Source: an optimization exercise on an open RTL-to-GDS flow (aim: small area, a short achievable clock period and few clock cycles per item). Production flows keep margins and buffers that such runs may drop. RTL that was checked went through simulation tests only; none was proved equivalent to the original. No functional check of the RTL was part of run 3. Power is estimated from default activity; no workload was simulated.

<file path="flow/standard.sh">
#!/bin/bash
# synth_recipe.tcl (not shown) runs the flow's synth.tcl, then flattens the netlist and writes it again
# the make line also repeats each setting of config.mk as NAME=value (left out here)
make -C /OpenROAD-flow-scripts/flow DESIGN_CONFIG=/design/flow/config.mk WORK_HOME=/design/flow/orfs CLKGATE_MAP_FILE= SYNTH_SCRIPT=/design/flow/synth_recipe.tcl "${@:-finish}"
</file>
<file path="flow/constraint.sdc">
create_clock -name core_clock -period 6.5 [get_ports {clk}]
set_input_delay 1.3000 -clock core_clock [delete_from_list [all_inputs] [get_ports {clk}]]
set_output_delay 1.3000 -clock core_clock [all_outputs]
set_load 0.01 [all_outputs]
</file>
<file path="flow/flow/port_buffer">
sky130_fd_sc_hd__buf_1
</file>
<file path="flow/config.mk">
export PLATFORM = sky130hd
export DESIGN_NAME = sprw_top
export DESIGN_NICKNAME = sprw_top
export VERILOG_FILES = /design/flow/design.v
export SDC_FILE = /design/flow/constraint.sdc
export NUM_CORES = 4
export LEC_CHECK = 0
export CAP_MARGIN = 20
export CORE_MARGIN = 2
export CORE_UTILIZATION = 40
export CTS_BUF_LIST = sky130_fd_sc_hd__clkbuf_4 sky130_fd_sc_hd__clkbuf_8
export SETUP_SLACK_MARGIN = 3
export SLEW_MARGIN = 20
</file>
<file path="flow/flow/run.sh">
#!/bin/bash
set -euo pipefail
W=$PWD
BUF=$(cat $W/flow/port_buffer)
cat > $W/my_synth.tcl <<EOS
proc extract_fa {args} { puts "extract_fa skipped by flow/run.sh" }
proc abc {args} {
  set i [lsearch -exact \$args -script]
  if {\$i >= 0} { lset args [expr {\$i + 1}] $W/flow/abc.script }
  yosys abc {*}\$args
}
EOS
cat $W/synth_recipe.tcl >> $W/my_synth.tcl
bash $W/standard.sh SYNTH_SCRIPT=$W/my_synth.tcl "BUFFER_PORTS_ARGS=-buffer_cell $BUF" finish > $W/standard.log 2>&1
</file>
<file path="flow/design.v">
`default_nettype none
package sprw_pkg;
    typedef logic [8-1:0]             byte_t;
    typedef logic [16-1:0]             lane_t;
    typedef logic [32-1:0]             word_t;
    typedef logic [4*16-1:0] lanes_t;
    typedef enum logic [3:0] {
        LANE_PASS = 4'd0,
        LANE_ADD  = 4'd1,
        LANE_SUB  = 4'd2,
        LANE_MOVE = 4'd3,
        LANE_MAX  = 4'd4,
        LANE_MIN  = 4'd5,
        LANE_AND  = 4'd6,
        LANE_OR   = 4'd7,
        LANE_XOR  = 4'd8,
        LANE_NAND = 4'd9,
        LANE_NOR  = 4'd10,
        LANE_XNOR = 4'd11
    } lane_fn_t;
    typedef enum logic [2:0] {
        RED_NONE = 3'd0,
        RED_SUM  = 3'd1,
        RED_MAX  = 3'd2,
        RED_MIN  = 3'd3,
        RED_XOR  = 3'd4
    } red_fn_t;
endpackage
`default_nettype wire
`timescale 1ns/1ps
`default_nettype none
module sprw_top (
    input  logic        clk,
    input  logic        rstn,
    input  logic        in_valid,
    input  logic [31:0] ra,
    input  logic [31:0] rb,
    input  logic [4:0]  op1,
    input  logic [2:0]  op2,
    output logic        out_valid,
    output logic [31:0] result
);
    function automatic logic [11:0] pfx_add(input logic [11:0] x, input logic [11:0] y, input logic ci);
        logic [11:0] p, g, pp, gg;
        p  = x ^ y;
        g  = x & y;
        gg = g;
        gg[0] = g[0] | (p[0] & ci);
        pp = p;
        for (int d = 1; d < 12; d = d * 2)
            for (int i = 11; i >= d; i--) begin
                gg[i] = gg[i] | (pp[i] & gg[i-d]);
                pp[i] = pp[i] & pp[i-d];
            end
        pfx_add[0] = p[0] ^ ci;
        for (int i = 1; i < 12; i++)
            pfx_add[i] = p[i] ^ gg[i-1];
    endfunction
    function automatic logic pfx_gt(input logic [9:0] x, input logic [9:0] y);
        logic [9:0] pp, gg;
        pp = x | ~y;
        gg = x & ~y;
        for (int d = 1; d < 10; d = d * 2)
            for (int i = 9; i >= d; i--) begin
                gg[i] = gg[i] | (pp[i] & gg[i-d]);
                pp[i] = pp[i] & pp[i-d];
            end
        pfx_gt = gg[9];
    endfunction
    logic lg, f_add, f_sub, f_max, f_mn, f_move, f_arith_d, f_mm_d, f_min_d, sub_m_d, sign_d, sat_d;
    logic [3:0] t_d;
    assign lg      = op1[4] & op1[3];
    assign f_add   = ~lg & (op1[2:0] == 3'b001);
    assign f_sub   = ~lg & (op1[2:0] == 3'b010);
    assign f_max   = ~lg & (op1[2:0] == 3'b101);
    assign f_mn    = ~lg & (op1[2:0] == 3'b110);
    assign f_move  = ~lg & (op1[2:0] == 3'b011);
    assign f_arith_d = f_add | f_sub;
    assign f_mm_d  = f_max | f_mn;
    assign f_min_d = f_mn;
    assign sub_m_d = f_sub | f_mm_d;
    assign sign_d  = lg ? 1'b0 :
                     (f_arith_d | f_mm_d) ? ~op1[4] :
                     (~op2[2] & (op2 != 3'b000));
    assign sat_d   = ~lg & op1[3];
    always_comb begin
        if (lg) begin
            case (op1[2:0])
                3'b111:  t_d = 4'b1000;    
                3'b000:  t_d = 4'b1110;    
                3'b001:  t_d = 4'b0110;    
                3'b010:  t_d = 4'b0111;    
                3'b011:  t_d = 4'b0001;    
                3'b100:  t_d = 4'b1001;    
                default: t_d = 4'b1100;    
            endcase
        end else if (f_move)
            t_d = 4'b1010;                 
        else
            t_d = 4'b1100;                 
    end
    logic [31:0] pa, pb;
    logic        p_valid, f_arith, f_mm, f_min, sub_m, sign, sat;
    logic [3:0]  t;
    logic [2:0]  p_op2;
    always_ff @(posedge clk) begin
        p_valid <= rstn & in_valid;
        pa      <= ra;
        pb      <= rb ^ {32{sub_m_d}};
        f_arith <= f_arith_d;
        f_mm    <= f_mm_d;
        f_min   <= f_min_d;
        sub_m   <= sub_m_d;
        sign    <= sign_d;
        sat     <= sat_d;
        t       <= t_d;
        p_op2   <= op2;
    end
    logic [9:0] l [4];
    always_comb begin
        for (int i = 0; i < 4; i++) begin
            logic [7:0] a, b, y;
            logic [9:0] ea, eb, r;
            logic [3:0] tl;
            logic       ov, c7, clo;
            a  = pa[8*i +: 8];
            b  = pb[8*i +: 8];             
            ea = {{2{sign & a[7]}}, a};
            eb = {{2{(sign & (b[7] ^ sub_m)) ^ sub_m}}, b};
            r  = 10'(pfx_add({2'b00, ea}, {2'b00, eb}, sub_m));
            if (f_mm)
                tl = (r[9] ^ f_min) ? 4'b0101 : 4'b1100;
            else
                tl = t;
            for (int j = 0; j < 8; j++)
                y[j] = tl[{a[j], b[j]}];
            if (sign) begin
                ov  = (r[9] != r[8]) | (r[8] != r[7]);
                c7  = r[9];
                clo = ~r[9];
            end else begin
                ov  = r[9] | r[8];
                c7  = ~r[9];
                clo = ~r[9];
            end
            if (f_arith) begin
                if (sat & ov)
                    l[i] = {{2{sign & c7}}, c7, {7{clo}}};
                else
                    l[i] = r;
            end else
                l[i] = {{2{sign & y[7]}}, y};
        end
    end
    logic [9:0] q [4];
    logic       q_valid, q_sat;
    logic [2:0] q_op2;
    always_ff @(posedge clk) begin
        q_valid <= rstn & p_valid;
        q_sat   <= sat;
        q_op2   <= p_op2;
        for (int i = 0; i < 4; i++)
            q[i] <= l[i];
    end
    logic        q_rsign;
    logic [11:0] x [4];
    logic [11:0] s1, c1, s2, c2, ssum;
    logic [2:0]  ncnt;
    logic [7:0]  xr;
    logic [9:0]  k [4];
    logic        s01, s23;
    logic [9:0]  w01, w23;
    logic [31:0] m_nxt;
    assign q_rsign = ~q_op2[2];
    always_comb begin
        for (int i = 0; i < 4; i++)
            x[i] = {{2{q[i][9]}}, q[i]};
        s1 = x[0] ^ x[1] ^ x[2];
        c1 = {(x[0][10:0] & x[1][10:0]) | (x[0][10:0] & x[2][10:0]) | (x[1][10:0] & x[2][10:0]), 1'b0};
        s2 = s1 ^ c1 ^ x[3];
        c2 = {(s1[10:0] & c1[10:0]) | (s1[10:0] & x[3][10:0]) | (c1[10:0] & x[3][10:0]), 1'b0};
    end
    assign ssum = pfx_add(s2, c2, 1'b0);
    assign ncnt = 3'(q[0][9]) + 3'(q[1][9]) + 3'(q[2][9]) + 3'(q[3][9]);
    assign xr = q[0][7:0] ^ q[1][7:0] ^ q[2][7:0] ^ q[3][7:0];
    always_comb begin
        for (int i = 0; i < 4; i++)
            k[i] = {q[i][9] ^ q_rsign, q[i][8:0]};
    end
    assign s01 = pfx_gt(k[1], k[0]) ^ q_op2[0];
    assign s23 = pfx_gt(k[3], k[2]) ^ q_op2[0];
    assign w01 = s01 ? q[1] : q[0];
    assign w23 = s23 ? q[3] : q[2];
    always_comb begin
        case (q_op2)
            3'b001, 3'b101: m_nxt = {17'd0, ncnt, ssum};
            3'b010, 3'b110,
            3'b011, 3'b111: m_nxt = {12'd0, w23, w01};
            3'b100:         m_nxt = {24'd0, xr};
            default:        m_nxt = {q[3][7:0], q[2][7:0], q[1][7:0], q[0][7:0]};
        endcase
    end
    logic [31:0] m;
    logic        m_valid, m_mm, m_sum, m_sat, m_rsign, m_mn;
    always_ff @(posedge clk) begin
        m_valid <= rstn & q_valid;
        m       <= m_nxt;
        m_mm    <= q_op2[1];
        m_sum   <= q_op2[1:0] == 2'b01;
        m_sat   <= q_sat;
        m_rsign <= q_rsign;
        m_mn    <= q_op2[0];
    end
    logic [9:0]  v01, v23, wf;
    logic        sf;
    logic [31:0] red;
    logic [11:0] msum;
    logic [2:0]  mcnt;
    logic [31:0] sum_w;
    assign msum = m[11:0];
    assign mcnt = m[14:12];
    always_comb begin
        if (m_rsign) begin
            sum_w = {{20{msum[11]}}, msum};
            if (m_sat) begin
                if (~msum[11] & (|msum[10:7]))
                    sum_w = 32'd127;
                else if (msum[11] & ~(&msum[10:7]))
                    sum_w = 32'hffffff80;
            end
        end else begin
            sum_w = {13'd0, mcnt - 3'(msum[11]), {4{msum[11]}}, msum};
            if (m_sat && (mcnt != 3'd0 || msum[10:8] != 3'd0))
                sum_w = 32'd255;
        end
    end
    assign v01 = m[9:0];
    assign v23 = m[19:10];
    assign sf  = pfx_gt({v23[9] ^ m_rsign, v23[8:0]}, {v01[9] ^ m_rsign, v01[8:0]}) ^ m_mn;
    assign wf  = sf ? v23 : v01;
    assign red = m_mm  ? {{16{m_rsign & wf[9]}}, {6{wf[9]}}, wf} :
                 m_sum ? sum_w : m;
    always_ff @(posedge clk) begin
        out_valid <= rstn & m_valid;
        result    <= red;
    end
endmodule
`default_nettype wire
</file>
<file path="flow/flow/abc.script">
strash
dc2
dch -f
map
topo
buffer -c
upsize -c
dnsize -c
</file>
==> flow_summary.yaml, run 1 <==
floorplan:
  ios: 108
  die_w_um: 165
  initial_core_util_pct: 40.9
  row_count: 58
  core-area_um2: 25300
  die_h_um: 165
  die_area_um2: 27100
pwr:
  peakVddDrop_uv: 167
  power_density_nw_per_um2: 354
  fin_total_pwr_uw: 4080
  p_leak_uw: 0.00507
timing:
  hold_viol_final: 0
  timing.hold.ws_ns: 0.338
  layout_min_cycle_time_ns: 3.31
  slew_viol_final: 0
  post-route-period-util_pct: 51.0
  setup_viol: 0
  fmax_mhz: 302
  tns_ns: 0
  fin_skew_ns: 0.0142
  tightest_slew_ns: 0.970
  relSlewSlack_pct: 35.1
  rsz0062_at_grt: "true"
setup_path:
  reg2reg_from: "sub_m"
  required_ns: 6.90
  crit_path_end_kind: "register"
  critical_path.max_fanout: 11
  crit_path_start_kind: "register"
  cp-startpoint: "sub_m"
  cp.arrival_ns: 3.71
  path_class: "register to register"
cells_and_area:
  fillers: 2658
  diodes: 0
  areaGrowthSynthToFinish_pct: 11.7
  fin_nets: 1623
  drive_gt1_share_pct: 7.82
  post-route-cell-area_um2: 11500
yosys:
  synth-seq-cells: 194
  netlist.area_leader.share_pct: 37.6
  synthXorXnorAreaFrac_pct: 4.92
  synthAdderAreaFrac_pct: 0
  synth.most_common_cell: "nand2_1"
  synthMuxAreaShare_pct: 0
  synth_top_flop_cell: "dfxtp_1"
  async_reset_ff_share_pct: 0
  syn_inst: 1450
  synthTopCellsByArea: "dfxtp_1 (38%), nand2_1 (7.9%), o21ai_0 (7.0%)"
  synthDistinctLibCells: 58
  synth_common_cells: "nand2_1 (216), dfxtp_1 (194), inv_1 (187)"
  synth-seq-area-share_pct: 37.6
  synth_edf_count: 0
  synth-compound-area-share_pct: 26.9
  synth_warnings: 5
  syn_area_um2: 10300
  synth_top_family_by_area: "compound AO/OA/AOI/OAI gates"
  syn_nets: 1525
  avgSynthCellArea_um2: 7.12
  synthSimpleGateAreaFrac_pct: 21.9
  yosys.area.top_type: "dfxtp_1"
global_routing:
  top_usage_layer: "met2"
  met1_usage_pct: 27.8
  globalRouteTotalUtil_pct: 22.5
  grt_use_met3_pct: 3.39
  grt_pass1_vias: 9150
  grt.overflow.total: 0
  grt_first_pass_wirelength_mm: 47.3
  grt_max_degree: 34
  gr-usage-met2_pct: 39.1
  antenna_found_initial: 0
clock_network:
  cts_tree: "done"
  cts_root_buf: "clkbuf_8"
  clk_pin_slew_worst_paths_ns: 0.11
  numCtsBuffers: 17
  htreeDepth: 4
  cts_sinks: 194
  clk_latency_ns: 0.48
  cts_hold_buf: 0
  clock_path_buffers: 2
placement:
  io_buffers: 107
  postPlaceCellArea_um2: 11000
  gp_congestion: 0.977
  place.detailed.hpwl_mm: 23.3
drt:
  wl_per_cell_um: 16.2
  vias: 10300
  drc_errors: 0
  drt_iter0_markers: 903
  viasPerCell: 5.43
  dr.pass1.iters: 5
  ant_nets: 0
  drt-total-wl_mm: 30.6
min_path:
  worstHoldPathType: "register to register"
  worstHoldStart: "p_op2[1]"
outcome:
  status: "complete, no violations"
run:
  maxCapViolCount: 0
## logic make-up after synthesis
group,after synthesis
AOI/OAI and AO/OA,455
xor gates and xnor gates,58
DFF,194
buffers and inverters,232
and+or+nand+nor,511
## metrics by stage
step	worst slack, ns	utilization (%)	std cells
global placement	2.98	43.7	1853
detailed placement	2.93	43.7	1854
CTS	3.06	45.3	1885
floorplan	3.75	-	1450
finish	3.19	45.7	1890
global route	2.99	45.7	1890
## critical path, stage by stage (launching register included)
cell and delay, ns:
dfxtp_1 0.42, inv_2 0.13, o21ai_2 0.17, nand2_1 0.09, o21a_1 0.11, or2_1 0.23
o21ai_2 0.09, nand3_2 0.10, nand2_2 0.08, o21ai_2 0.09, a21oi_4 0.17, o22ai_2 0.12
o211ai_2 0.13, a31oi_2 0.22, nand3_2 0.18, nand3_4 0.18, o21ai_4 0.32, buf_4 0.16
a31oi_1 0.03, a31oi_1 0.20
## registers in the layout, indices dropped and copies added (netlist names), 3 cells and up
name	cells
m	32
p_op2	3
pa	32
pb	32
q	40
q_op2	3
result	32
t	4
## per-layer routing
layer | part of all wire [%] | vias to the layer above
li1 | - | 5128
met1 | 44 | 4718
met2 | 48 | 345
met3 | 4.8 | 66
met4 | 3.4 | 0
met5 | 0 | -
## placed cells by master, fill, tap and decap left out, types with 5 or more instances in the layout
master / count
nand2_1: 214
dfxtp_1: 192
inv_1: 187
o21ai_0: 143
nor2_1: 139
buf_1: 107
a21oi_1: 101
a31oi_1: 80
nand3_1: 80
xor2_1: 50
clkbuf_8: 18
o21ai_1: 15
o22ai_1: 14
or2_2: 13
nor3_1: 13
nand3_2: 13
buf_4: 13
a22oi_1: 11
o21ai_2: 11
o21a_1: 10
o211ai_1: 9
a21oi_2: 8
xnor2_1: 7
a32oi_1: 7
a221oi_1: 6
nand2_2: 5
## timing repair
item | CTS | global route
gates cloned | 0 | 0
buffers inserted | 0 | 5
endpoints found under the setup margin | 14 | 33
pin swaps | 0 | 2
resized for setup | 1 | 13
endpoints found under the hold margin | 0 | 0
## report_power, final
| part | switching [uW] | total, uW | internal [uW] |
|---|---|---|---|
| Combinational | 1040 | 1640 | 604 |
| Clock | 466 | 792 | 326 |
| Sequential | 223 | 1650 | 1430 |
## layout make-up
cell class                 count  area [um^2]  share of cell area (%)
sequential                   194         3890                    33.7
clock inverter                13          144                    1.25
tap                          330          413                    3.58
inverter                     190          713                    6.19
clock buffer                  18          248                    2.15
multi-input combinational   1024         5610                    48.7
timing repair buffer         121          514                    4.46
## path summary, 6_finish.rpt
| check | end | slack, ns | cells after the start |
|---|---|---|---|
| setup reg to reg | q[1][2] | 3.19 | 19 |
| setup / recovery | q[1][2] | 3.19 | 19 |
| hold reg to reg | q_op2[1] | 0.34 | 0 |
| hold / removal | q_op2[1] | 0.34 | 0 |
Testbench counts, summed over its fixed seeds: cycles 16,024, items 16,000.
==> run 2, diff against run 1 <==
--- a/flow/config.mk
+++ b/flow/config.mk
@@ -10,3 +10,2 @@
 export CORE_UTILIZATION = 40
-export CTS_BUF_LIST = sky130_fd_sc_hd__clkbuf_4 sky130_fd_sc_hd__clkbuf_8
 export SETUP_SLACK_MARGIN = 3
==> run 2 against run 1 <==
- still clean on timing, DRC and antenna
- sequential share of layout area down 0.56 points
- power up 6.1%
- worst setup slack better by 0.049 ns
- critical path depth unchanged
- combinational power about the same
- highest routed layer unchanged
==> flow_summary.yaml, run 2 <==
drt:
  vias: 10200
  wl_per_cell_um: 16.2
  drt-total-wl_mm: 30.6
  viasPerCell: 5.40
  drc_errors: 0
  dr.pass1.iters: 5
  ant_nets: 0
  drt_iter0_markers: 879
floorplan:
  row_count: 58
  initial_core_util_pct: 40.9
  core-area_um2: 25300
  die_h_um: 165
  die_w_um: 165
  die_area_um2: 27100
  ios: 108
pwr:
  peakVddDrop_uv: 170
  power_density_nw_per_um2: 370
  fin_total_pwr_uw: 4330
  p_leak_uw: 0.00516
setup_path:
  cpMostUsedCell: "o21ai_2"
  crit_path_start_kind: "register"
  cp.arrival_ns: 3.62
  critPathMaxStageDelay_ns: 0.41
  critical_path.max_fanout: 11
  path_class: "register to register"
  crit_path_end_kind: "register"
  required_ns: 6.86
  worstPathCellList: "inv_2 > o21ai_2 > nand2_1 > o21a_1 > or2_1 > o21ai_2 > nand3_2 > nand2_2 > o21ai_2 > a21oi_4 > o22ai_2 > o211ai_2 > a31oi_2 > nand3_2 > nand3_4 > o21ai_4 > buf_4 > a31oi_1 > a31oi_1"
  slowest_stage: "dfxtp_1"
global_routing:
  grt_max_degree: 34
  grt_pass1_vias: 9154
  antenna_found_initial: 0
  grt.overflow.total: 0
  globalRouteTotalUtil_pct: 22.5
  grt_first_pass_wirelength_mm: 47.2
yosys:
  synth-seq-cells: 194
  synth-seq-area-share_pct: 37.6
  synth_edf_count: 0
  avgSynthCellArea_um2: 7.12
  syn_nets: 1525
  synth_common_cells: "nand2_1 (216), dfxtp_1 (194), inv_1 (187)"
  synth.most_common_cell: "nand2_1"
  synth_top_flop_cell: "dfxtp_1"
  syn_area_um2: 10300
  async_reset_ff_share_pct: 0
  synthTopCellsByArea: "dfxtp_1 (38%), nand2_1 (7.9%), o21ai_0 (7.0%)"
  synth_warnings: 5
  synthDistinctLibCells: 58
  yosys.area.top_type: "dfxtp_1"
  syn_inst: 1450
  netlist.area_leader.share_pct: 37.6
cells_and_area:
  fin_nets: 1623
  final_cell_mix: "nand2_1 (214), dfxtp_1 (193), inv_1 (187), o21ai_0 (144), nor2_1 (139)"
  final_common_cell: "nand2_1"
  post-route-cell-area_um2: 11700
  drive_gt1_share_pct: 7.76
  areaGrowthSynthToFinish_pct: 13.5
  fillers: 2633
  largest_register_ffs: 40
  regMostFlops: "q"
  diodes: 0
clock_network:
  cts_root_buf: "clkbuf_16"
  htreeDepth: 4
  clock_path_buffers: 2
  numCtsBuffers: 17
  cts_sinks: 194
  cts_hold_buf: 0
  clk_pin_slew_worst_paths_ns: 0.07
  cts_tree: "done"
  clk_latency_ns: 0.45
timing:
  rsz0062_at_grt: "false"
  relSlewSlack_pct: 35.4
  tightest_slew_ns: 0.968
  timing.final.ws_setup_ns: 3.23
  fin_skew_ns: 0.0179
  post-route-period-util_pct: 50.2
  layout_min_cycle_time_ns: 3.27
  setup_viol: 0
  fmax_mhz: 306
  tns_ns: 0
  timing.hold.ws_ns: 0.330
  hold_viol_final: 0
  slew_viol_final: 0
placement:
  place_ws_ns: 2.93
  io_buffers: 107
  place.detailed.hpwl_mm: 23.3
  postPlaceCellArea_um2: 11000
  gp_congestion: 0.977
outcome:
  status: "complete, no violations"
min_path:
  worstHoldPathType: "register to register"
run:
  maxCapViolCount: 0
[run 2: cell count changes in the layout (fill, tap and decap cells not counted)]
cell	before	now
dfxtp_1	192	193
clkbuf_8	18	1
clkbuf_16	0	17
o21ai_0	143	144
dfxtp_2	2	1
o21ai_1	15	14
[run 2: repair_timing]
| action | in CTS | in global routing |
|---|---|---|
| resized for setup | 1 | 11 |
| setup buffers | 0 | 5 |
| pin swaps | 0 | 2 |
| cloned | 0 | 0 |
| setup endpoints to repair | 14 | 32 |
[run 2: metrics by stage]
step                utilization (%)  std cells
finish                         46.4       1890
floorplan                         -       1450
global route                   46.4       1890
detailed placement             43.7       1854
CTS                            46.1       1885
global placement               43.7       1853
[run 2: worst paths after layout]
check	from	to	slack [ns]	cells after the start
worst max-delay path	sub_m	q[1][2]	3.23	19
worst min-delay path	p_op2[1]	q_op2[1]	0.33	0
worst max register to register	sub_m	q[1][2]	3.23	19
worst min register to register	p_op2[1]	q_op2[1]	0.33	0
[run 2: critical path: cells and delay by family, from the launching register on]
kind / cells / cell delay, ns
AO/OA/AOI/OAI: 11 / 1.63
AND/OR/NAND/NOR: 6 / 0.86
flip-flops: 1 / 0.41
buffers and inverters: 2 / 0.28
[run 2: kinds of logic after synthesis]
logic type             share of synthesized area, %
AO/OA/AOI/OAI                                  26.9
XOR/XNOR                                       4.92
buffers and inverters                          8.60
flip-flops                                     37.6
AND/OR/NAND/NOR                                21.9
[run 2: metal layers]
metal / GRT usage (%) / wire, um / share of wire (%)
met5: 0 / 0 / 0
met4: 11.3 / 1400 / 4.6
met3: 3.79 / 1670 / 5.5
met2: 38.2 / 14300 / 47
met1: 27.5 / 13200 / 43
[run 2: cell type report]
cell class                      count  area [um^2]  area share [%]
Clock buffer                       18          439            3.75
Sequential cell                   194         3880            33.2
Multi-Input combinational cell   1024         5610            47.9
Clock inverter                     13          144            1.23
Timing Repair Buffer              121          514            4.39
Tap cell                          330          413            3.52
Inverter                          190          713            6.09
[run 2: where the power goes]
group	leakage [uW]	internal (uW)	switching (uW)
Sequential	0.00163	1430	222
Combinational	0.00325	605	1030
Clock	0.000288	551	493
Total	0.00516	2590	1750
==> run 3, diff against run 2 <==
--- a/flow/design.v
+++ b/flow/design.v
@@ -189,6 +189,6 @@
     end
-    assign s01 = pfx_gt(k[1], k[0]) ^ q_op2[0];
-    assign s23 = pfx_gt(k[3], k[2]) ^ q_op2[0];
-    assign w01 = s01 ? q[1] : q[0];
-    assign w23 = s23 ? q[3] : q[2];
+    assign s01 = pfx_gt(k[1], k[0]);
+    assign s23 = pfx_gt(k[3], k[2]);
+    assign w01 = s01 ? (q_op2[0] ? q[0] : q[1]) : (q_op2[0] ? q[1] : q[0]);
+    assign w23 = s23 ? (q_op2[0] ? q[2] : q[3]) : (q_op2[0] ? q[3] : q[2]);
     always_comb begin
@@ -238,4 +238,4 @@
     assign v23 = m[19:10];
-    assign sf  = pfx_gt({v23[9] ^ m_rsign, v23[8:0]}, {v01[9] ^ m_rsign, v01[8:0]}) ^ m_mn;
-    assign wf  = sf ? v23 : v01;
+    assign sf  = pfx_gt({v23[9] ^ m_rsign, v23[8:0]}, {v01[9] ^ m_rsign, v01[8:0]});
+    assign wf  = sf ? (m_mn ? v01 : v23) : (m_mn ? v23 : v01);
     assign red = m_mm  ? {{16{m_rsign & wf[9]}}, {6{wf[9]}}, wf} :
--- a/flow/config.mk
+++ b/flow/config.mk
@@ -10,3 +10,3 @@
 export CORE_UTILIZATION = 40
-export SETUP_SLACK_MARGIN = 3
+export SETUP_SLACK_MARGIN = 3.25
 export SLEW_MARGIN = 20
==> run 3 against run 2 <==
- worst hold slack improved by 0.0012 ns
- non-clock buffer count increased by 18
- worst setup slack improved by 0.15 ns
- sequential power about the same
- global-route usage decreased by 0.67 points
- final area increased by 3.7%
- utilization increased by 1.7 points
- synthesized cell count decreased by 0.83%
- combinational power increased by 3%
- power increased by 2.3%
- largest power group is now combinational cells
- highest routed layer unchanged
==> flow_summary.yaml, run 3 <==
outcome:
  status: "complete, no violations"
setup_path:
  reg2reg_slack_ns: 3.38
  required_ns: 6.81
  worstRegToRegCells: 19
  cp-startpoint: "sub_m"
  reg2reg_to: "q[3][3]"
  critical_path.max_fanout: 8
  reg2reg_from: "sub_m"
  crit_path_end_kind: "register"
  cp.arrival_ns: 3.43
  path_class: "register to register"
  critPathCapture: "q[3][3]"
  crit_path_start_kind: "register"
yosys:
  synth-seq-area-share_pct: 37.7
  synthSimpleGateAreaFrac_pct: 21.4
  syn_inst: 1438
  synthMuxAreaShare_pct: 0
  synthDistinctLibCells: 61
  syn_area_um2: 10300
  syn_nets: 1513
  async_reset_ff_share_pct: 0
  synthAdderAreaFrac_pct: 0
  netlist.area_leader.share_pct: 37.7
  avgSynthCellArea_um2: 7.16
  synth.most_common_cell: "nand2_1"
  synth-compound-area-share_pct: 27.4
  synth-seq-cells: 194
  synth_top_family_by_area: "compound AO/OA/AOI/OAI gates"
  synth_edf_count: 0
  synthTopCellsByArea: "dfxtp_1 (38%), nand2_1 (7.7%), o21ai_0 (6.8%)"
  synth_warnings: 5
  yosys.area.top_type: "dfxtp_1"
  synthXorXnorAreaFrac_pct: 5.06
  synth_top_flop_cell: "dfxtp_1"
  synth_common_cells: "nand2_1 (212), dfxtp_1 (194), inv_1 (181)"
timing:
  layout_min_cycle_time_ns: 3.12
  fin_skew_ns: 0.0119
  tightest_slew_ns: 1.08
  timing.hold.ws_ns: 0.331
  fmax_mhz: 321
  post-route-period-util_pct: 47.9
  slew_viol_final: 0
  tns_ns: 0
  hold_viol_final: 0
  relSlewSlack_pct: 27.5
  setup_viol: 0
  rsz0062_at_grt: "true"
cells_and_area:
  final_cell_mix: "nand2_1 (201), dfxtp_1 (184), inv_1 (179), nor2_1 (140), o21ai_0 (137)"
  post-route-cell-area_um2: 12200
  largest_register_ffs: 40
  areaGrowthSynthToFinish_pct: 18.0
  fin_nets: 1632
  diodes: 0
  regMostFlops: "q"
  final_common_cell: "nand2_1"
  drive_gt1_share_pct: 11.5
clock_network:
  htreeDepth: 4
  clock_path_buffers: 2
  cts_tree: "done"
  clk_latency_ns: 0.44
  clk_pin_slew_worst_paths_ns: 0.07
  cts_root_buf: "clkbuf_16"
  numCtsBuffers: 17
  cts_sinks: 194
pwr:
  p_seq_share_pct: 36.8
  pwr-share-comb_pct: 38.2
  p_leak_uw: 0.00527
  power_frac_clock_pct: 25.0
  fin_total_pwr_uw: 4430
  switchingPower_uw: 1780
  p_int_uw: 2650
  p_sw_share_pct: 40.1
  peakVddDrop_uv: 189
  power_density_nw_per_um2: 364
floorplan:
  die_w_um: 164
  die_area_um2: 27100
  row_count: 58
  die_h_um: 164
  core-area_um2: 25300
  initial_core_util_pct: 40.8
  ios: 108
drt:
  wl_per_cell_um: 15.9
  drt-total-wl_mm: 30.3
  drc_errors: 0
  drt_iter0_markers: 821
  vias: 10200
  dr.pass1.iters: 6
  viasPerCell: 5.38
  ant_nets: 0
global_routing:
  globalRouteTotalUtil_pct: 21.8
  grt_first_pass_wirelength_mm: 46.6
  grt.overflow.total: 0
  grt_pass1_vias: 9145
  grt_max_degree: 34
  antenna_found_initial: 0
min_path:
  worstHoldStart: "p_op2[0]"
  worstHoldPathType: "register to register"
placement:
  place.detailed.hpwl_mm: 22.2
  gp_congestion: 0.939
  postPlaceCellArea_um2: 11000
  io_buffers: 107
run:
  maxCapViolCount: 0
## run 3: cell types whose count changed after synthesis, moves of 3 or more
cell | before | now
a221oi_1 | 6 | 9
o211ai_1 | 9 | 13
a31oi_1 | 82 | 77
o21a_1 | 11 | 6
inv_1 | 187 | 181
o21ai_0 | 144 | 140
nand2_1 | 216 | 212
## run 3: worst min-delay path by stage
stage | to | slack (ns) | cells after the start
after floorplan | m_sat | 0.31 | 0
after global placement | q_op2[0] | 0.31 | 0
after detailed placement | q_op2[0] | 0.32 | 0
after CTS | q_op2[0] | 0.34 | 0
after global routing | q_op2[0] | 0.34 | 0
final | q_op2[0] | 0.33 | 0
## run 3: per-layer routing
metal / vias up / part of all wire, % / global-route usage, %
li1: 5147 / - / -
met1: 4607 / 44 / 28.5
met3: 48 / 7.0 / 3.39
met4: 0 / 1.8 / 6.36
met5: - / 0 / 0
met2: 420 / 47 / 37.3
## run 3: cell families after synthesis
kind of cell	after synthesis
AO/OA/AOI/OAI	459
XOR/XNOR	58
buffers and inverters	227
flip-flops	194
AND/OR/NAND/NOR	500
## run 3: worst max-delay path, stage by stage, from the launching register on
cell	delay (ns)
dfxtp_4	0.38
inv_4	0.07
o21ai_2	0.14
nand2_1	0.09
o21a_1	0.12
or2_1	0.26
nand2_1	0.07
nand3_1	0.09
nand2_2	0.12
o21ai_4	0.08
a21oi_4	0.20
o22ai_4	0.12
o211ai_4	0.14
nand3_2	0.13
nand2_2	0.13
nand2_1	0.09
nand3_4	0.11
o21a_4	0.19
o21ai_0	0.10
a31oi_2	0.35
## run 3: power by group through the flow
stage / clock network, uW / registers (uW) / logic [uW]
after floorplan: 0 / 1620 / 1150
after global placement: 0 / 1650 / 1530
after detailed placement: 0 / 1650 / 1550
after CTS: 1120 / 1620 / 1570
after global routing: 1180 / 1660 / 1890
final: 1110 / 1630 / 1690
## run 3: cell type report
cell class / instances / area, um^2
Tap cell: 330 / 413
Sequential cell: 194 / 3900
Clock buffer: 19 / 453
Timing Repair Buffer: 139 / 647
Fill cell: 2577 / 13100
Inverter: 186 / 701
Clock inverter: 13 / 170
Multi-Input combinational cell: 1019 / 5870
## run 3: through the flow
stage	utilization (%)	setup slack, ns	cells
after floorplan	-	3.75	1438
after global placement	43.6	2.85	1842
after detailed placement	43.6	2.86	1842
after CTS	46.3	3.27	1875
after global routing	48.1	3.21	1900
final	48.1	3.38	1900
## run 3: repair_timing
item / 4_1_cts / 5_1_grt
cloned: 0 / 2
buffers inserted: 1 / 23
resized for setup: 8 / 68
pin swaps: 1 / 25
setup endpoints to repair: 20 / 68
hold buffers: 0 / 0
==> run 4, diff against run 3 <==
--- a/flow/design.v
+++ b/flow/design.v
@@ -165,4 +165,5 @@
     logic        q_rsign;
-    logic [11:0] x [4];
-    logic [11:0] s1, c1, s2, c2, ssum;
+    logic [10:0] x [4];
+    logic [10:0] s1, c1, s2, c2, usum;
+    logic [11:0] ssum;
     logic [2:0]  ncnt;
@@ -176,10 +177,11 @@
         for (int i = 0; i < 4; i++)
-            x[i] = {{2{q[i][9]}}, q[i]};
+            x[i] = {2'b00, q[i][8:0]};
         s1 = x[0] ^ x[1] ^ x[2];
-        c1 = {(x[0][10:0] & x[1][10:0]) | (x[0][10:0] & x[2][10:0]) | (x[1][10:0] & x[2][10:0]), 1'b0};
+        c1 = {(x[0][9:0] & x[1][9:0]) | (x[0][9:0] & x[2][9:0]) | (x[1][9:0] & x[2][9:0]), 1'b0};
         s2 = s1 ^ c1 ^ x[3];
-        c2 = {(s1[10:0] & c1[10:0]) | (s1[10:0] & x[3][10:0]) | (c1[10:0] & x[3][10:0]), 1'b0};
-    end
-    assign ssum = pfx_add(s2, c2, 1'b0);
+        c2 = {(s1[9:0] & c1[9:0]) | (s1[9:0] & x[3][9:0]) | (c1[9:0] & x[3][9:0]), 1'b0};
+    end
+    assign usum = 11'(pfx_add({1'b0, s2}, {1'b0, c2}, 1'b0));
     assign ncnt = 3'(q[0][9]) + 3'(q[1][9]) + 3'(q[2][9]) + 3'(q[3][9]);
+    assign ssum = {3'({1'b0, usum[10:9]} - ncnt), usum[8:0]};
     assign xr = q[0][7:0] ^ q[1][7:0] ^ q[2][7:0] ^ q[3][7:0];
--- a/flow/config.mk
+++ b/flow/config.mk
@@ -10,3 +10,3 @@
 export CORE_UTILIZATION = 40
-export SETUP_SLACK_MARGIN = 3.25
+export SETUP_SLACK_MARGIN = 3
 export SLEW_MARGIN = 20
==> run 4 against run 3 <==
- flip-flop and latch count did not move
- power rose by 1.4%
- largest cell class unchanged
- critical path depth fell by 2
- worst hold slack got worse by 0.0069 ns
- clock skew rose by 0.0037 ns
- global-route usage fell by 0.59 points
- final area fell by 1.8%
- worst setup slack got worse by 0.032 ns
- routed wire length fell by 1.3%
- count of clock-buffer cells in the layout fell by 2
- utilization fell by 2.2 points
- highest routed layer unchanged
- combinational power rose by 5%
==> flow_summary.yaml, run 4 <==
outcome:
  status: "complete, no violations"
setup_path:
  reg2reg_slack_ns: 3.35
  crit_path_end_kind: "register"
  path_class: "register to register"
  crit_path_start_kind: "register"
  critical_path.max_fanout: 16
  required_ns: 6.78
  cp.arrival_ns: 3.43
timing:
  post-route-period-util_pct: 48.4
  relSlewSlack_pct: 41.0
  tns_ns: 0
  layout_min_cycle_time_ns: 3.15
  hold_viol_final: 0
  rsz0062_at_grt: "false"
  tightest_slew_ns: 0.882
  fmax_mhz: 318
  timing.final.ws_setup_ns: 3.35
  slew_viol_final: 0
  setup_viol: 0
  fin_skew_ns: 0.0156
clock_network:
  numCtsBuffers: 17
  clock_path_buffers: 2
  clk_latency_ns: 0.44
  cts_hold_buf: 0
  postCtsSetupBuffers: 0
  cts_sinks: 194
  cts_root_buf: "clkbuf_16"
  clk_pin_slew_worst_paths_ns: 0.08
  cts_tree: "done"
  htreeDepth: 4
drt:
  ant_nets: 0
  drc_errors: 0
  dr.pass1.iters: 6
  vias: 9930
  wl_per_cell_um: 15.8
  drt-total-wl_mm: 29.9
  drt_iter0_markers: 856
  viasPerCell: 5.25
yosys:
  synth-seq-cells: 194
  synth_warnings: 5
  synthTopCellsByArea: "dfxtp_1 (37%), nand2_1 (7.3%), a21oi_1 (6.8%)"
  syn_inst: 1444
  netlist.area_leader.share_pct: 36.8
  synth.most_common_cell: "nand2_1"
  syn_area_um2: 10500
  synth-seq-area-share_pct: 36.8
  synth_common_cells: "nand2_1 (206), dfxtp_1 (194), inv_1 (173)"
  synthDistinctLibCells: 67
  synth_top_flop_cell: "dfxtp_1"
  yosys.area.top_type: "dfxtp_1"
  syn_nets: 1519
  avgSynthCellArea_um2: 7.30
  synth_edf_count: 0
  async_reset_ff_share_pct: 0
global_routing:
  grt_pass1_vias: 9072
  grt_max_degree: 34
  globalRouteTotalUtil_pct: 21.2
  grt.overflow.total: 0
  grt_first_pass_wirelength_mm: 47.6
  antenna_found_initial: 0
pwr:
  power_frac_clock_pct: 24.5
  peakVddDrop_uv: 184
  switchingPower_uw: 1850
  p_int_uw: 2640
  p_sw_share_pct: 41.1
  power_density_nw_per_um2: 376
  fin_total_pwr_uw: 4490
  p_leak_uw: 0.00526
  p_seq_share_pct: 36.1
  pwr-share-comb_pct: 39.3
cells_and_area:
  final_cell_mix: "nand2_1 (206), dfxtp_1 (193), inv_1 (173), a21oi_1 (143), nor2_1 (141)"
  fin_nets: 1620
  regMostFlops: "q"
  drive_gt1_share_pct: 11.1
  areaGrowthSynthToFinish_pct: 13.2
  finalNonFillerCells: 1892
  diodes: 0
  final_common_cell: "nand2_1"
  largest_register_ffs: 40
floorplan:
  die_w_um: 166
  initial_core_util_pct: 40.6
  core-area_um2: 26000
  ios: 108
  row_count: 59
  die_h_um: 166
  die_area_um2: 27700
placement:
  place_ws_ns: 3.24
  place_inst: 1861
  gp_congestion: 1.00
  io_buffers: 107
  place.detailed.hpwl_mm: 23.0
min_path:
  worstHoldPathType: "register to register"
run:
  maxCapViolCount: 0
-- run 4: path summary, 6_finish.rpt --
check | to | depth (start not counted) | from
max reg2reg | result[26] | 17 | m[11]
max | result[26] | 17 | m[11]
min reg2reg | q_op2[1] | 0 | p_op2[1]
min | q_op2[1] | 0 | p_op2[1]
-- run 4: final cells by class --
class / instances / area [um^2]
Timing Repair Buffer: 118 / 484
Tap cell: 335 / 419
Inverter: 186 / 698
Sequential cell: 194 / 3880
Multi-Input combinational cell: 1028 / 5840
Clock buffer: 17 / 425
Clock inverter: 14 / 189
Fill cell: 2647 / 14000
-- run 4: critical path, stage by stage (launching register included) --
cell      delay [ns]
dfxtp_1         0.46
inv_2           0.12
o22ai_1         0.16
o221ai_1        0.12
nand2_1         0.08
o221ai_1        0.10
o21ai_1         0.10
a21oi_1         0.06
o221a_1         0.23
o21ai_1         0.13
o21ai_1         0.09
or2_1           0.22
nand2_2         0.17
inv_2           0.14
o21ai_0         0.21
a21oi_2         0.07
nand2_1         0.33
o21ai_0         0.21
-- run 4: per-layer routing --
metal,GRT usage [%],part of all wire (%)
met1,28.2,46
met2,35.6,47
met3,2.69,4.6
met4,7.46,2.7
met5,0,0
-- run 4: metrics by stage --
stage               area, um^2  hold WS, ns  util [%]
CTS                      11900        0.327      45.9
detailed placement       11300        0.312      43.5
finish                   11900        0.325      46.0
floorplan                10500        0.310         -
global route             11900        0.335      46.0
global placement         11300        0.312      43.5
-- run 4: cells by family (layout without fill, tap and decap cells) --
kind of cell | count (synthesis) | after routing | share of synthesized area [%]
compound gates | 470 | 470 | 28.0
xor+xnor | 72 | 72 | 6.50
buf+inv | 222 | 335 | 8.00
flops | 194 | 194 | 36.8
simple gates | 486 | 486 | 20.7
-- run 4: what timing repair did --
item,in CTS,in global routing
resized for setup,0,3
hold endpoints to repair,0,0
setup endpoints to repair,0,4
-- run 4: power groups by stage --
stage               Sequential [uW]  Clock (uW)  Combinational, uW
global placement               1650           0               1730
CTS                            1620        1120               1750
finish                         1620        1100               1770
global route                   1650        1170               1970
floorplan                      1620           0               1320
detailed placement             1650           0               1740
Testbench counts of run 4, summed over its fixed seeds: cycles 16,024, items 16,000.
==> run 5, diff against run 4 <==
--- a/flow/config.mk
+++ b/flow/config.mk
@@ -10,2 +10,3 @@
 export CORE_UTILIZATION = 40
+export CTS_BUF_LIST = sky130_fd_sc_hd__clkbuf_4 sky130_fd_sc_hd__clkbuf_8
 export SETUP_SLACK_MARGIN = 3
==> run 5 against run 4 <==
- worst hold slack better by 0.0074 ns
- die area did not move
- largest power group unchanged
- via count about the same
- register-to-register slack worse by 0.14 ns
- synthesized cell count unchanged
- maximum frequency fell by 4.2%
- routed wire length is 0.17% higher
- largest cell class unchanged
==> flow_summary.yaml, run 5 <==
drt:
  viasPerCell: 5.25
  dr.pass1.iters: 5
  drc_errors: 0
  drt-total-wl_mm: 29.9
  wl_per_cell_um: 15.8
  ant_nets: 0
  vias: 9936
  drt_iter0_markers: 800
global_routing:
  grt_first_pass_wirelength_mm: 47.4
  grt_max_degree: 34
  globalRouteTotalUtil_pct: 21.1
  antenna_found_initial: 0
  grt_pass1_vias: 9045
  grt.overflow.total: 0
floorplan:
  ios: 108
  die_area_um2: 27700
  die_h_um: 166
  row_count: 59
  core-area_um2: 26000
  die_w_um: 166
  initial_core_util_pct: 40.6
placement:
  place.detailed.hpwl_mm: 23.0
  postPlaceCellArea_um2: 11300
  place_inst: 1861
  io_buffers: 107
  gp_congestion: 1.00
yosys:
  yosys.area.top_type: "dfxtp_1"
  synth_edf_count: 0
  synthDistinctLibCells: 67
  synth_warnings: 5
  synth-seq-area-share_pct: 36.8
  syn_area_um2: 10500
  synth_common_cells: "nand2_1 (206), dfxtp_1 (194), inv_1 (173)"
  netlist.area_leader.share_pct: 36.8
  async_reset_ff_share_pct: 0
  syn_nets: 1519
  avgSynthCellArea_um2: 7.30
  syn_inst: 1444
  synth_top_flop_cell: "dfxtp_1"
  synth.most_common_cell: "nand2_1"
  synthTopCellsByArea: "dfxtp_1 (37%), nand2_1 (7.3%), a21oi_1 (6.8%)"
  synth-seq-cells: 194
pwr:
  power_density_nw_per_um2: 360
  p_leak_uw: 0.00518
  peakVddDrop_uv: 169
clock_network:
  clk_pin_slew_worst_paths_ns: 0.10
  clk_latency_ns: 0.47
  cts_root_buf: "clkbuf_8"
  clock_path_buffers: 2
  numCtsBuffers: 17
  cts_hold_buf: 0
  cts_sinks: 194
  cts_tree: "done"
  htreeDepth: 4
cells_and_area:
  regMostFlops: "q"
  largest_register_ffs: 40
  areaGrowthSynthToFinish_pct: 11.5
  post-route-cell-area_um2: 11800
  final_common_cell: "nand2_1"
  fin_nets: 1620
  diodes: 0
  finalNonFillerCells: 1892
  final_util_pct: 45.3
  drive_gt1_share_pct: 11.0
  fillers: 2672
  final_cell_mix: "nand2_1 (206), dfxtp_1 (194), inv_1 (173), a21oi_1 (143), nor2_1 (141)"
timing:
  tightest_slew_ns: 0.881
  setup_viol: 0
  hold_viol_final: 0
  tns_ns: 0
  layout_min_cycle_time_ns: 3.29
  fmax_mhz: 304
  relSlewSlack_pct: 41.1
  rsz0062_at_grt: "true"
  fin_skew_ns: 0.0252
  post-route-period-util_pct: 50.6
  timing.hold.ws_ns: 0.332
  slew_viol_final: 0
setup_path:
  crit_path_start_kind: "register"
  cp.arrival_ns: 3.63
  crit_path_end_kind: "register"
  critical_path.max_fanout: 9
  required_ns: 6.85
  path_class: "register to register"
run:
  maxCapViolCount: 0
outcome:
  status: "complete, no violations"
min_path:
  worstHoldPathType: "register to register"
run 5: changes by cell type in the layout (fill, tap and decap cells not counted):
cell / change
dfxtp_2: -1
dfxtp_1: +1
o211ai_2: -1
o211ai_4: +1
clkbuf_8: +17
clkbuf_16: -17
run 5: final timing paths:
| check | from | end | slack [ns] | depth (start not counted) |
|---|---|---|---|---|
| worst max register to register | sub_m | q[1][2] | 3.21 | 19 |
| worst min register to register | p_op2[1] | q_op2[1] | 0.33 | 0 |
| worst min-delay path | p_op2[1] | q_op2[1] | 0.33 | 0 |
| worst max-delay path | sub_m | q[1][2] | 3.21 | 19 |
run 5: area by class of cell:
class	instances	area, um^2	area share (%)
flip-flops and latches	194	3880	33.0
clock buffers	17	234	1.99
repair buffers	118	484	4.12
inverters	186	698	5.94
multi-input cells	1028	5850	49.8
clock inverters	14	189	1.61
well taps	335	419	3.56
run 5: cell families after synthesis:
kind of cell           synth area share (%)
flip-flops                             36.8
XOR/XNOR                               6.50
AO/OA/AOI/OAI                          28.0
AND/OR/NAND/NOR                        20.7
buffers and inverters                  8.00
run 5: metrics by stage:
step	power, uW	setup WS [ns]
2_1_floorplan	2930	3.75
3_3_place_gp	3380	3.29
3_5_place_dp	3390	3.24
4_1_cts	4240	3.20
5_1_grt	4540	2.97
6_report	4230	3.21
run 5: where the power goes:
group	internal [uW]	total [uW]	leakage, uW	switching (uW)
combinational	638	1770	0.00334	1130
sequential	1420	1620	0.00163	206
clock	362	842	0.000211	479
run 5: worst max-delay path, cell delays in order (launching register included):
cell	delay, ns
dfxtp_1	0.54
inv_2	0.21
o21ai_2	0.19
nand2_1	0.09
o21ai_2	0.07
nand2_1	0.08
nand2_1	0.08
nand2_1	0.07
o21a_1	0.16
nand2_1	0.08
nand2_1	0.08
nor2_2	0.11
a21oi_2	0.07
o21ai_2	0.12
nand3_2	0.10
nand2_2	0.16
nand2_1	0.17
a21oi_4	0.33
o21ai_0	0.13
a32oi_1	0.33
run 5: timing repair:
item                                    4_1_cts  5_1_grt
buffers inserted                              0        0
endpoints found under the hold margin         0        0
resized for setup                             0        3
endpoints found under the setup margin        0        4
run 5: metal layers:
metal	vias up	global-route usage (%)	share of wire [%]	wire (um)
li1	5062	-	-	-
met1	4478	27.9	45	13500
met2	339	35.5	47	14000
met3	57	2.76	5.1	1520
met4	0	7.16	2.8	851
met5	-	0	0	0
==> run 6, diff against run 5 <==
==> flow/flow/abc.script (replaced) <==
strash
dc2
&get -n
&dch -f
&nf
&put
topo
buffer -c
upsize -c
dnsize -c
--- a/flow/config.mk
+++ b/flow/config.mk
@@ -10,3 +10,2 @@
 export CORE_UTILIZATION = 40
-export CTS_BUF_LIST = sky130_fd_sc_hd__clkbuf_4 sky130_fd_sc_hd__clkbuf_8
 export SETUP_SLACK_MARGIN = 3
==> run 6 against run 5 <==
- still clean
- register-to-register slack worse by 0.70 ns
- cell count shrank 13%
- highest routed layer unchanged
- power increased by 32%
- critical endpoint is now m[11]
- worst setup slack got worse by 0.70 ns
- via count down 13%
- clock skew down 0.014 ns
==> flow_summary.yaml, run 6 <==
cells_and_area:
  areaGrowthSynthToFinish_pct: 29.4
  fillers: 2177
  fin_nets: 1380
  drive_gt1_share_pct: 23.1
  post-route-cell-area_um2: 12500
  final_common_cell: "dfxtp_1"
  diodes: 0
  regMostFlops: "q"
  final_cell_mix: "dfxtp_1 (180), buf_1 (107), a21oi_1 (95), xnor2_1 (92), nor2_1 (88)"
  largest_register_ffs: 40
yosys:
  synth_warnings: 5
  synth_edf_count: 0
  async_reset_ff_share_pct: 0
  synthTopCellsByArea: "dfxtp_1 (40%), xnor2_1 (8.9%), a21oi_1 (5.7%)"
  netlist.area_leader.share_pct: 40.1
  syn_area_um2: 9700
  synth-seq-cells: 194
  yosys.area.top_type: "dfxtp_1"
  syn_inst: 1116
  synth-seq-area-share_pct: 40.1
  synth_common_cells: "dfxtp_1 (194), a21oi_1 (111), nor2_1 (107)"
  synthDistinctLibCells: 64
  synth_top_flop_cell: "dfxtp_1"
  syn_nets: 1191
  synth.most_common_cell: "dfxtp_1"
  avgSynthCellArea_um2: 8.69
global_routing:
  grt_first_pass_wirelength_mm: 40.7
  globalRouteTotalUtil_pct: 19.9
  grt_pass1_vias: 7867
  antenna_found_initial: 0
  grt_max_degree: 46
  grt.overflow.total: 0
timing:
  hold_viol_final: 0
  relSlewSlack_pct: 38.3
  fin_skew_ns: 0.0115
  layout_min_cycle_time_ns: 3.99
  setup_viol: 0
  slew_viol_final: 0
  fmax_mhz: 251
  post-route-period-util_pct: 61.4
  tightest_slew_ns: 0.925
  tns_ns: 0
  rsz0062_at_grt: "true"
drt:
  top_layer: "met4"
  wl_met1_mm: 11.8
  drc_errors: 0
  wl_met3_mm: 1.31
  viasPerCell: 5.28
  drt-total-wl_mm: 26.7
  drt_iter0_markers: 674
  vias: 8641
  wl_per_cell_um: 16.3
  dr_wl_met2_mm: 12.9
  dr.pass1.iters: 5
  ant_nets: 0
placement:
  postPlaceCellArea_um2: 10500
  place.detailed.hpwl_mm: 17.5
  io_buffers: 107
  gp_congestion: 0.897
clock_network:
  cts_root_buf: "clkbuf_16"
  clk_pin_slew_worst_paths_ns: 0.08
  cts_sinks: 194
  clock_path_buffers: 2
  htreeDepth: 4
  cts_tree: "done"
  numCtsBuffers: 17
  clk_latency_ns: 0.45
pwr:
  peakVddDrop_uv: 255
  p_int_uw: 3440
  p_leak_uw: 0.00481
  pwr-share-comb_pct: 50.1
  power_density_nw_per_um2: 445
  switchingPower_uw: 2130
  p_sw_share_pct: 38.2
  p_seq_share_pct: 30.9
  power_frac_clock_pct: 19.0
setup_path:
  path_class: "register to register"
  reg2reg_slack_ns: 2.51
  cp-startpoint: "q[2][1]"
  critical_path.max_fanout: 3
  required_ns: 6.80
  reg2reg_from: "q[2][1]"
  crit_path_start_kind: "register"
  cp.arrival_ns: 4.29
  crit_path_end_kind: "register"
floorplan:
  row_count: 56
  initial_core_util_pct: 41.1
  die_h_um: 160
  core-area_um2: 23600
  ios: 108
  die_area_um2: 25500
  die_w_um: 160
min_path:
  worstHoldPathType: "register to register"
  worstHoldStart: "p_op2[0]"
run:
  maxCapViolCount: 0
outcome:
  status: "complete, no violations"
-- run 6: cell count changes after synthesis, sizes merged, moves of 17 or more --
cell and change:
nand2 -162, a211oi +32, inv -146, o21ai -64, maj3 +49, o32a +29, a32oi -17, xnor2 +91
a21oi -44, xor2 -17, nand3 -50, nor2 -41
-- run 6: layout make-up --
type	instances	area [um^2]	area share (%)
clock inverter	15	173	1.38
clock buffer	17	425	3.39
multi-input combinational	838	6150	49.0
sequential	194	3920	31.2
timing repair buffer	212	1320	10.5
inverter	42	158	1.26
tap	319	399	3.18
-- run 6: kinds of logic after synthesis --
| kind of cell | Yosys count | share of synthesized area (%) |
|---|---|---|
| AO/OA/AOI/OAI | 372 | 24.3 |
| XOR/XNOR | 150 | 14.4 |
| adder cells (fa/ha/maj) | 49 | 5.16 |
| buffers and inverters | 88 | 3.50 |
| flip-flops | 194 | 40.1 |
| multiplexers | 3 | 0.348 |
| AND/OR/NAND/NOR | 260 | 12.3 |
-- run 6: worst max-delay path, cell delays in order, from the launching register on --
cell      delay (ns)
dfxtp_4         0.36
xor3_2          0.45
buf_6           0.14
maj3_2          0.32
maj3_2          0.34
maj3_2          0.35
maj3_2          0.36
nand2b_4        0.08
a21o_1          0.15
a21o_1          0.14
a21o_1          0.16
a21o_1          0.17
buf_6           0.12
a21oi_4         0.05
buf_6           0.14
maj3_2          0.31
o21ai_2         0.14
a22oi_2         0.07
-- run 6: worst paths after layout --
check                                 to  cells after the start
worst max-delay path               m[11]                     17
worst min-delay path            q_op2[0]                      0
worst max register to register     m[11]                     17
worst min register to register  q_op2[0]                      0
-- run 6: routing by layer --
| layer | vias up | track usage (%) |
|---|---|---|
| met3 | 40 | 3.35 |
| met2 | 265 | 33.6 |
| met5 | - | 0 |
| li1 | 4299 | - |
| met4 | 0 | 7.73 |
| met1 | 4037 | 25.4 |
-- run 6: what timing repair did --
| item | in CTS | in global routing |
|---|---|---|
| setup endpoints to repair | 76 | 84 |
| hold buffers | 0 | 0 |
| cloned | 1 | 3 |
| pin swaps | 72 | 64 |
| resized for setup | 92 | 103 |
| setup buffers | 65 | 31 |
-- run 6: power groups by stage --
| stage | combinational (uW) | sequential, uW | clock [uW] |
|---|---|---|---|
| 2_1_floorplan | 1480 | 1660 | 0 |
| 3_3_place_gp | 1800 | 1720 | 0 |
| 3_5_place_dp | 1830 | 1730 | 0 |
| 4_1_cts | 2280 | 1700 | 1080 |
| 5_1_grt | 3010 | 1750 | 1130 |
| 6_report | 2790 | 1720 | 1060 |
-- run 6: metrics by stage --
stage	hold slack [ns]	util (%)	setup slack (ns)	total power [uW]	instances
after global placement	0.314	44.3	2.07	3520	1505
final	0.336	53.1	2.51	5580	1637
after detailed placement	0.312	44.3	1.99	3550	1505
after floorplan	0.310	-	2.54	3130	1116
after CTS	0.331	50.6	2.53	5070	1603
after global routing	0.336	53.1	2.37	5890	1637
==> run 7, diff against run 6 <==
==> flow/flow/abc.script (replaced) <==
strash
dc2
dch -f
&get -n
&nf -R 1000
&put
topo
buffer -c
upsize -c
dnsize -c
==> run 7 against run 6 <==
- worst setup slack worse by 0.022 ns
- non-clock buffer count down 9
- critical path depth rose by 4
- power is 9.6% lower
- routed wire length up 5.3%
- highest routed layer unchanged
- die area decreased by 0.13%
- via count increased by 3.8%
- maximum frequency is 0.56% lower
- count of clock-buffer cells in the layout is the same
- sequential share of layout area grew 0.33 points
- utilization is 0.68 points lower
- sequential power about the same
==> flow_summary.yaml, run 7 <==
cells_and_area:
  largest_register_ffs: 40
  fin_nets: 1401
  finalNonFillerCells: 1658
  diodes: 0
  areaGrowthSynthToFinish_pct: 27.9
  final_common_cell: "dfxtp_1"
  final_cell_mix: "dfxtp_1 (184), buf_1 (107), o21ai_0 (98), nand2_1 (94), a21oi_1 (87)"
  final_util_pct: 52.4
  drive_gt1_share_pct: 21.1
  regMostFlops: "q"
yosys:
  synthDistinctLibCells: 60
  synth-seq-area-share_pct: 40.1
  yosys.area.top_type: "dfxtp_1"
  synth_edf_count: 0
  syn_area_um2: 9680
  async_reset_ff_share_pct: 0
  avgSynthCellArea_um2: 8.40
  syn_inst: 1153
  synth.most_common_cell: "dfxtp_1"
  synth_common_cells: "dfxtp_1 (194), nor2_1 (108), o21ai_0 (107)"
  synth-seq-cells: 194
  synthTopCellsByArea: "dfxtp_1 (40%), xnor2_1 (8.2%), o21ai_0 (5.5%)"
  synth_top_flop_cell: "dfxtp_1"
  syn_nets: 1228
  netlist.area_leader.share_pct: 40.1
  synth_warnings: 5
clock_network:
  clk_latency_ns: 0.44
  htreeDepth: 4
  clock_path_buffers: 2
  cts_root_buf: "clkbuf_16"
  cts_tree: "done"
  clk_pin_slew_worst_paths_ns: 0.08
  cts_sinks: 194
  numCtsBuffers: 17
global_routing:
  globalRouteTotalUtil_pct: 21.1
  antenna_found_initial: 0
  grt_max_degree: 46
  grt_pass1_vias: 8176
  grt_first_pass_wirelength_mm: 43.1
  grt.overflow.total: 0
setup_path:
  critPathMaxStageDelay_ns: 0.37
  path_class: "register to register"
  crit_buf_inv: 0
  slowest_stage: "dfxtp_4"
  path_delay_family: "simple AND/OR/NAND/NOR gates"
  crit_path_start_kind: "register"
  worstPathCellList: "xor2_1 > or2_1 > and3_4 > nor2_4 > xor2_2 > xnor2_1 > or2_1 > a21o_1 > a21o_1 > o21ai_2 > nand2_2 > a21oi_4 > a21oi_2 > or2_4 > a21o_1 > and2_4 > xor2_4 > nor2_4 > maj3_2 > o21ai_2 > a31oi_1"
  crit_path_end_kind: "register"
  required_ns: 6.78
  cp.arrival_ns: 4.30
  critical_path.max_fanout: 4
  cpMostUsedCell: "a21o_1"
floorplan:
  row_count: 56
  ios: 108
  die_w_um: 160
  core-area_um2: 23600
  die_area_um2: 25500
  die_h_um: 160
  initial_core_util_pct: 41.0
drt:
  viasPerCell: 5.41
  ant_nets: 0
  dr.pass1.iters: 5
  vias: 8971
  drc_errors: 0
  wl_per_cell_um: 17.0
  drt-total-wl_mm: 28.1
  drt_iter0_markers: 713
placement:
  place_ws_ns: 1.98
  place_inst: 1537
  gp_congestion: 0.888
  io_buffers: 107
  place.detailed.hpwl_mm: 19.3
timing:
  fmax_mhz: 249
  post-route-period-util_pct: 61.7
  timing.final.ws_setup_ns: 2.49
  setup_viol: 0
  fin_skew_ns: 0.0108
  tns_ns: 0
  hold_viol_final: 0
  relSlewSlack_pct: 39.6
  slew_viol_final: 0
  layout_min_cycle_time_ns: 4.01
  tightest_slew_ns: 0.906
  rsz0062_at_grt: "true"
run:
  maxCapViolCount: 0
outcome:
  status: "complete, no violations"
pwr:
  fin_total_pwr_uw: 5040
  p_leak_uw: 0.00478
  power_density_nw_per_um2: 407
  peakVddDrop_uv: 192
min_path:
  worstHoldPathType: "register to register"
[run 7: path summary, 6_finish.rpt]
| path | startpoint | to | slack [ns] | cells after the start |
|---|---|---|---|---|
| max | q[0][2] | m[11] | 2.49 | 21 |
| min | p_op2[0] | q_op2[0] | 0.33 | 0 |
| max reg2reg | q[0][2] | m[11] | 2.49 | 21 |
| min reg2reg | p_op2[0] | q_op2[0] | 0.33 | 0 |
[run 7: stage by stage]
| stage | area (um^2) | hold WS, ns |
|---|---|---|
| after floorplan | 9750 | 0.310 |
| after global placement | 10400 | 0.315 |
| after detailed placement | 10400 | 0.313 |
| after CTS | 11900 | 0.331 |
| after global routing | 12400 | 0.339 |
| final | 12400 | 0.329 |
[run 7: cell type report]
class,instances,area [um^2]
multi-input combinational,862,6080
timing repair buffer,203,1200
fill,2207,11200
tap,319,399
clock buffer,17,425
sequential,194,3910
clock inverter,15,190
inverter,48,180
[run 7: metal layers]
metal  wire length [um]  vias to the layer above  track usage [%]
met5                  0                        -                0
met4               1010                        0             10.5
met3               1580                       63             3.46
met2              13300                      380             35.0
met1              12300                     4134             26.7
li1                   -                     4394                -
[run 7: cells by family (layout without fill, tap and decap cells)]
family          count (synthesis)  after routing  share of synthesized area (%)
flops                         194            194                           40.1
simple gates                  303            303                           13.9
compound gates                375            375                           24.8
xor+xnor                      146            146                           13.3
fa+ha+maj                      32             32                           3.40
buf+inv                        97            283                           3.85
mux                             6              6                          0.659
[run 7: report_power, final]
group / leakage (uW) / switching (uW) / internal, uW / total [uW]
registers: 0.00163 / 278 / 1430 / 1710
logic: 0.00285 / 1170 / 1060 / 2230
clock network: 0.000299 / 513 / 588 / 1100
[run 7: repair_timing]
| item | CTS | global route |
|---|---|---|
| resized for setup | 104 | 61 |
| setup buffers | 61 | 28 |
| pin swaps | 98 | 60 |
| hold buffers | 0 | 0 |
| endpoints found under the setup margin | 59 | 60 |
==> run 8, diff against run 7 <==
==> flow/flow/abc.script (replaced) <==
strash
dc2
dch -f
map
topo
buffer -c
upsize -c
dnsize -c
--- a/flow/config.mk
+++ b/flow/config.mk
@@ -10,2 +10,3 @@
 export CORE_UTILIZATION = 40
+export PLACE_DENSITY = 0.75
 export SETUP_SLACK_MARGIN = 3
==> run 8 against run 7 <==
- maximum frequency is 25% higher
- via count is 13% higher
- non-clock buffer count is 88 lower
- final area is 4.0% lower
- global-route usage is 0.99 points lower
- routed wire length is 2.4% higher
- critical path depth stayed put
- cell count is 14% higher
==> flow_summary.yaml, run 8 <==
outcome:
  status: "complete, no violations"
global_routing:
  antenna_found_initial: 0
  grt.overflow.total: 0
  grt_first_pass_wirelength_mm: 45.8
  globalRouteTotalUtil_pct: 20.2
  grt_max_degree: 33
  grt_pass1_vias: 9183
pwr:
  switchingPower_uw: 1820
  p_sw_share_pct: 41.1
  power_frac_clock_pct: 23.7
  power_density_nw_per_um2: 371
  peakVddDrop_uv: 186
  pwr-share-comb_pct: 39.3
  p_leak_uw: 0.00523
  p_int_uw: 2600
  p_seq_share_pct: 37.0
yosys:
  syn_inst: 1444
  yosys.area.top_type: "dfxtp_1"
  synthTopCellsByArea: "dfxtp_1 (37%), nand2_1 (7.3%), a21oi_1 (6.8%)"
  synth_warnings: 5
  async_reset_ff_share_pct: 0
  syn_nets: 1519
  avgSynthCellArea_um2: 7.30
  synth_edf_count: 0
  syn_area_um2: 10500
  synth-seq-cells: 194
  synth.most_common_cell: "nand2_1"
  synth_common_cells: "nand2_1 (206), dfxtp_1 (194), inv_1 (173)"
  synthDistinctLibCells: 67
  synth-seq-area-share_pct: 36.8
  netlist.area_leader.share_pct: 36.8
  synth_top_flop_cell: "dfxtp_1"
drt:
  drt_iter0_markers: 1062
  ant_nets: 0
  viasPerCell: 5.37
  dr.pass1.iters: 6
  drt-total-wl_mm: 28.8
  drc_errors: 0
  wl_per_cell_um: 15.2
  vias: 10100
timing:
  slew_viol_final: 0
  fin_skew_ns: 0.0153
  fmax_mhz: 311
  relSlewSlack_pct: 28.0
  hold_viol_final: 0
  rsz0062_at_grt: "false"
  setup_viol: 0
  tns_ns: 0
  tightest_slew_ns: 1.08
  layout_min_cycle_time_ns: 3.21
  post-route-period-util_pct: 49.4
setup_path:
  crit_path_end_kind: "register"
  reg2reg_slack_ns: 3.29
  cpMostUsedCell: "o21ai_2"
  worstRegToRegCells: 21
  slowest_stage: "dfxtp_1"
  path_delay_family: "compound AO/OA/AOI/OAI gates"
  worstPathCellList: "inv_2 > o21ai_2 > nand2_1 > o21ai_2 > nand2_2 > o21ai_2 > nand2_1 > o21a_2 > o21ai_2 > nand3_1 > o21a_1 > nand2_1 > nand2_2 > nor3_2 > nor2_2 > a21oi_2 > o21ai_2 > nand2_2 > nand2_1 > a21oi_1 > a21oi_1"
  reg2reg_from: "sub_m"
  critPathMaxStageDelay_ns: 0.40
  required_ns: 6.81
  reg2reg_to: "q[3][1]"
  crit_buf_inv: 1
  cp.arrival_ns: 3.52
  critical_path.max_fanout: 9
  crit_path_start_kind: "register"
  path_class: "register to register"
placement:
  gp_congestion: 1.06
  io_buffers: 107
  place.detailed.hpwl_mm: 22.2
clock_network:
  cts_hold_buf: 0
  cts_tree: "done"
  ctsResizeCount: 0
  clk_pin_slew_worst_paths_ns: 0.08
  cts_root_buf: "clkbuf_16"
  numCtsBuffers: 17
  htreeDepth: 4
  postCtsSetupBuffers: 0
  clk_latency_ns: 0.44
  clock_path_buffers: 2
  cts_sinks: 194
floorplan:
  die_w_um: 166
  die_h_um: 166
  row_count: 59
  initial_core_util_pct: 40.6
  core-area_um2: 26000
  ios: 108
  die_area_um2: 27700
min_path:
  worstHoldPathType: "register to register"
  worstHoldPathCells: 0
  min_to: "q_op2[2]"
  worstHoldStart: "p_op2[2]"
cells_and_area:
  multi_input_area_um2: 5830
  largest_register_ffs: 40
  diodes: 0
  final_util_pct: 45.8
  regMostFlops: "q"
  final_common_cell: "nand2_1"
  final_cell_mix: "nand2_1 (205), dfxtp_1 (194), inv_1 (173), a21oi_1 (143), nor2_1 (142)"
  fin_nets: 1617
  drive_gt1_share_pct: 10.9
  areaGrowthSynthToFinish_pct: 12.7
  fillers: 2601
  regArea_um2: 3880
run:
  maxCapViolCount: 0
## run 8: changes by cell type in the layout (fill, tap and decap cells not counted), sizes merged, moves of 56 or more
| cell | previous run | this run |
|---|---|---|
| a21oi | 105 | 161 |
| buf | 203 | 115 |
| inv | 56 | 191 |
| nand2 | 103 | 226 |
| o21ai | 115 | 175 |
| xnor2 | 92 | 8 |
## run 8: cell type report
type,count,area share [%]
timing repair buffer,115,3.88
sequential,194,32.7
clock inverter,15,1.45
multi-input combinational,1028,49.0
inverter,186,5.87
tap,335,3.53
clock buffer,17,3.58
## run 8: worst max-delay path by stage
stage	start	endpoint	slack (ns)	depth (start not counted)
after floorplan	op1[1]	pb[10]	3.75	7
after global placement	op1[1]	pb[19]	3.36	8
after detailed placement	op1[1]	pb[14]	3.29	7
after CTS	sub_m	q[3][1]	3.33	19
after global routing	m[11]	result[28]	3.08	17
final	sub_m	q[3][1]	3.29	21
## run 8: stage by stage
step                total power [uW]  area [um^2]  hold slack (ns)  instances  setup WS [ns]
floorplan                       2930        10500            0.310       1444           3.75
global placement                3330        11300            0.313       1858           3.36
detailed placement              3360        11300            0.312       1858           3.29
CTS                             4420        11900            0.330       1890           3.33
global route                    4710        11900            0.336       1890           3.08
finish                          4420        11900            0.329       1890           3.29
## run 8: cell families after synthesis
logic type      synth area share [%]
compound gates                  28.0
flops                           36.8
simple gates                    20.7
xor+xnor                        6.50
buf+inv                         8.00
## run 8: routing by layer
metal	up-vias	routed length, um	track usage, %
met4	0	873	8.73
met3	62	1910	2.88
met5	-	0	0
met2	451	13300	33.0
li1	5067	-	-
met1	4561	12700	26.6
## run 8: power groups by stage
stage | Sequential (uW) | Combinational, uW | Clock, uW
detailed placement | 1650 | 1710 | 0
CTS | 1630 | 1720 | 1070
floorplan | 1620 | 1320 | 0
finish | 1630 | 1730 | 1050
global route | 1660 | 1940 | 1120
global placement | 1650 | 1670 | 0
## run 8: worst reg2reg max path: stages, from the launching register on
cell and delay (ns):
dfxtp_1 0.40, inv_2 0.23, o21ai_2 0.10, nand2_1 0.10, o21ai_2 0.07, nand2_2 0.07, o21ai_2 0.06, nand2_1 0.08
o21a_2 0.17, o21ai_2 0.07, nand3_1 0.09, o21a_1 0.18, nand2_1 0.07, nand2_2 0.11, nor3_2 0.05, nor2_2 0.33
a21oi_2 0.10, o21ai_2 0.11, nand2_2 0.15, nand2_1 0.09, a21oi_1 0.06, a21oi_1 0.39

Setup slack of run 8, layout unchanged: 3.289 ns with ideal ports, 3.289 ns with driving cells assumed (clock clkbuf_16, inputs buf_2), 3.289 ns with port delays also shifted by the 0.486 ns mid clock arrival.
